From an optimization exercise on the open Yosys and OpenROAD flow, aimed at small area, a short achievable clock period and few clock cycles; shortcuts taken in it are not production practice.
RTL that was checked went through simulation tests only; none was proved equivalent to the original.
No activity file was given, so power comes from the tool's default toggle rates.

## Q
Design mesh_top, start of the top module:
module mesh_top (
    input  logic        clock,
    input  logic        reset,
    input  logic        block_all_paths,
    input  logic [3:0]  req_valid,
    input  logic [71:0] req,
    output logic [3:0]  req_ready,
    output logic [3:0]  recv_valid,
    output logic [3:0]  recv_last,
    output logic [7:0]  recv_src,
    output logic [31:0] recv_data
);
    logic [3:0]      s_vld;
    logic [3:0]      s_last;
    logic [3:0][1:0] s_src;
    logic [3:0][7:0] s_data;
    logic [3:0][7:0] s_left;
    logic [3:0]      ready;
    logic [3:0][3:0] aim;      
    logic [3:0][3:0] take;     
    logic [3:0][3:0] want;     
    logic [3:0][3:0] grant;    
    logic [3:0]      load;
    logic [3:0]      free_next;
    always_comb
    begin
        for (int s = 0; s < 4; s++)
        begin
            for (int d = 0; d < 4; d++)
            begin
                aim[s][d]  = (s != d) && req_valid[s] && req[18*s+16 +: 2] == d;
                take[s][d] = aim[s][d] && ready[s];
                want[s][d] = aim[s][d] && !ready[s];
            end
        end
        for (int d = 0; d < 4; d++)
        begin
            load[d] = take[0][d] || take[1][d] || take[2][d] || take[3][d];
            free_next[d] = !load[d] && (!s_vld[d] || s_last[d] || s_left[d] == 8'd2);
        end
        for (int s = 0; s < 4; s++)
        begin
            for (int d = 0; d < 4; d++)
            begin
                grant[s][d] = want[s][d] && free_next[d] && !block_all_paths;
                for (int o = 0; o < s; o++)
                begin
                    if (want[o][d])
                        grant[s][d] = 1'b0;
                end
            end
        end
    end
    always_ff @(posedge clock)
    begin
        for (int s = 0; s < 4; s++)
        begin
            if (reset)
                ready[s] <= 1'b0;
            else
                ready[s] <= |grant[s];
        end
    end
    always_ff @(posedge clock)
    begin
  ...
==> module mesh_top, before the edit <==
module mesh_top (
    input  logic        clock,
    input  logic        reset,
    input  logic        block_all_paths,
    input  logic [3:0]  req_valid,
    input  logic [71:0] req,
    output logic [3:0]  req_ready,
    output logic [3:0]  recv_valid,
    output logic [3:0]  recv_last,
    output logic [7:0]  recv_src,
    output logic [31:0] recv_data
);
    logic [3:0]      s_vld;
    logic [3:0]      s_last;
    logic [3:0][1:0] s_src;
    logic [3:0][7:0] s_data;
    logic [3:0][7:0] s_left;
    logic [3:0]      ready;
    logic [3:0][3:0] aim;      
    logic [3:0][3:0] take;     
    logic [3:0][3:0] want;     
    logic [3:0][3:0] grant;    
    logic [3:0]      load;
    logic [3:0]      free_next;
    always_comb
    begin
        for (int s = 0; s < 4; s++)
        begin
            for (int d = 0; d < 4; d++)
            begin
                aim[s][d]  = (s != d) && req_valid[s] && req[18*s+16 +: 2] == d;
                take[s][d] = aim[s][d] && ready[s];
                want[s][d] = aim[s][d] && !ready[s];
            end
        end
        for (int d = 0; d < 4; d++)
        begin
            load[d] = take[0][d] || take[1][d] || take[2][d] || take[3][d];
            free_next[d] = !load[d] && (!s_vld[d] || s_last[d] || s_left[d] == 8'd2);
        end
        for (int s = 0; s < 4; s++)
        begin
            for (int d = 0; d < 4; d++)
            begin
                grant[s][d] = want[s][d] && free_next[d] && !block_all_paths;
                for (int o = 0; o < s; o++)
                begin
                    if (want[o][d])
                        grant[s][d] = 1'b0;
                end
            end
        end
    end
    always_ff @(posedge clock)
    begin
        for (int s = 0; s < 4; s++)
        begin
            if (reset)
                ready[s] <= 1'b0;
            else
                ready[s] <= |grant[s];
        end
    end
    always_ff @(posedge clock)
    begin
        for (int d = 0; d < 4; d++)
        begin
            logic [1:0] ls;
            logic [7:0] ll;
            logic [7:0] lf;
            ls = 2'd0;
            ll = 8'd0;
            lf = 8'd0;
            for (int s = 0; s < 4; s++)
            begin
                if (take[s][d])
                begin
                    ls |= s[1:0];
                    ll |= req[18*s+8 +: 8];
                    lf |= req[18*s +: 8];
                end
            end
            if (reset)
            begin
                s_vld[d]  <= 1'b0;
                s_last[d] <= 1'b0;
            end
            else if (load[d])
            begin
                s_vld[d]  <= 1'b1;
                s_last[d] <= ll == 8'd1;
            end
            else if (s_last[d])
            begin
                s_vld[d]  <= 1'b0;
                s_last[d] <= 1'b0;
            end
            else if (s_vld[d])
            begin
                s_last[d] <= s_left[d] == 8'd2;
            end
            if (load[d])
            begin
                s_src[d]  <= ls;
                s_data[d] <= lf;
                s_left[d] <= ll;
            end
            else
            begin
                s_data[d] <= s_data[d] + 8'd1;
                s_left[d] <= s_left[d] - 8'd1;
            end
        end
    end
    assign req_ready  = ready;
    assign recv_valid = s_vld;
    assign recv_last  = s_last;
    for (genvar d = 0; d < 4; d++)
    begin : g_out
        assign recv_src[2*d +: 2]  = s_src[d];
        assign recv_data[8*d +: 8] = s_data[d];
    end
endmodule
clock: 3.8 ns
lec_check: 0
cap_margin: 20
core_margin: 2
core_utilization: 40
setup_slack_margin: 2.0
slew_margin: 20
standard.sh (not shown) runs the stock make flow with config.mk's settings and CLKGATE_MAP_FILE= SYNTH_SCRIPT=/design/flow/synth_recipe.tcl, a recipe that flattens the netlist after the stock synthesis.
==> flow/flow/run.sh <==
#!/bin/bash
# Standard layout with two changes: every port is buffered by a plain buf_1
# (buffer_ports otherwise picks a slow clkdlybuf4s50_1), and clock tree
# synthesis adds no dummy load cells.
set -euo pipefail
bash standard.sh \
    "BUFFER_PORTS_ARGS=-buffer_cell sky130_fd_sc_hd__buf_1" \
    "CTS_ARGS=-sink_clustering_enable -repair_clock_nets -dont_use_dummy_load" \
    finish > standard_flow.log 2>&1
Here is what was changed in the inputs of R compared with Q.
--- a/flow/design.v
+++ b/flow/design.v
@@ -14,24 +14,22 @@
     logic [3:0]      s_last;
     logic [3:0][1:0] s_src;
     logic [3:0][7:0] s_data;
     logic [3:0][7:0] s_left;
-    logic [3:0]      ready;
-    logic [3:0][3:0] aim;      
-    logic [3:0][3:0] take;     
+    logic [3:0][3:0] take;
     logic [3:0][3:0] want;     
     logic [3:0][3:0] grant;    
     logic [3:0]      load;
     logic [3:0]      free_next;
     always_comb
     begin
         for (int s = 0; s < 4; s++)
         begin
+            req_ready[s] = |take[s];
             for (int d = 0; d < 4; d++)
             begin
-                aim[s][d]  = (s != d) && req_valid[s] && req[18*s+16 +: 2] == d;
-                take[s][d] = aim[s][d] && ready[s];
-                want[s][d] = aim[s][d] && !ready[s];
+                want[s][d] = (s != d) && req_valid[s] && !req_ready[s]
+                             && req[18*s+16 +: 2] == d;
             end
         end
         for (int d = 0; d < 4; d++)
         begin
@@ -54,28 +52,34 @@
     always_ff @(posedge clock)
     begin
         for (int s = 0; s < 4; s++)
         begin
-            if (reset)
-                ready[s] <= 1'b0;
-            else
-                ready[s] <= |grant[s];
+            for (int d = 0; d < 4; d++)
+            begin
+                if (s == d || reset)
+                    take[s][d] <= 1'b0;
+                else
+                    take[s][d] <= grant[s][d];
+            end
         end
     end
     always_ff @(posedge clock)
     begin
         for (int d = 0; d < 4; d++)
         begin
+            logic       lv;
             logic [1:0] ls;
             logic [7:0] ll;
             logic [7:0] lf;
+            lv = 1'b0;
             ls = 2'd0;
             ll = 8'd0;
             lf = 8'd0;
             for (int s = 0; s < 4; s++)
             begin
                 if (take[s][d])
                 begin
+                    lv |= req_valid[s];
                     ls |= s[1:0];
                     ll |= req[18*s+8 +: 8];
                     lf |= req[18*s +: 8];
                 end
@@ -86,10 +90,10 @@
                 s_last[d] <= 1'b0;
             end
             else if (load[d])
             begin
-                s_vld[d]  <= 1'b1;
-                s_last[d] <= ll == 8'd1;
+                s_vld[d]  <= lv;
+                s_last[d] <= lv && ll == 8'd1;
             end
             else if (s_last[d])
             begin
                 s_vld[d]  <= 1'b0;
@@ -111,9 +115,8 @@
                 s_left[d] <= s_left[d] - 8'd1;
             end
         end
     end
-    assign req_ready  = ready;
     assign recv_valid = s_vld;
     assign recv_last  = s_last;
     for (genvar d = 0; d < 4; d++)
     begin : g_out
==> results.txt <==
The final layout from R, which completed every stage, passed the timing, DRC and antenna checks at the end of the flow. Count of sequential standard cells, Q and R: larger value in R. R reports its highest-delay cell along the critical path as sky130_fd_sc_hd__dfxtp_4 while Q reports sky130_fd_sc_hd__a222oi_1. Looking at worst hold-check slack, R sits 21 ps above Q. Between Q and R, the difference in post-CTS clock slew at the launch and capture registers of the worst setup and hold paths is negligible. The clock distribution area overhead in the final layout number comes out higher for R vs Q. [R] clock network power share rose 0.3 points relative to Q. When R is measured against Q, its instance count on the critical path turns out 5 lower.
Testbench counts of R, summed over its fixed seeds: cycles 11,356.
Only the layout flow was run in Q; the RTL was not checked for function there.

-- separate check: timing with driven ports --
The results above use ideal ports. As a check the final layouts listed here were re-extracted and re-timed, cells and wires unchanged. Step 1 assumes that a clkbuf_16 drives the clock port and a buf_2 every other input. Step 2, shift: input delay + t, output delay - t, t = (earliest + latest rising clock arrival at the registers) / 2. This alone moves slack from input paths to output paths. a / b / c = no drivers / after step 1 / after step 2; a / b = the first two.
run | t (ns) | setup slack, ns | worst hold slack (ns)
Q | 0.381 | 1.897 / 1.892 / 1.511 | 0.484 / 0.484 / 0.484
R | 0.380 | 1.928 / 1.885 / 1.602 | 0.504 / 0.504 / 0.504
After both steps every run listed still meets setup and hold. For Q, which loses most, drivers alone change the setup slack by -0.005 ns; drivers and shift together by -0.386 ns.
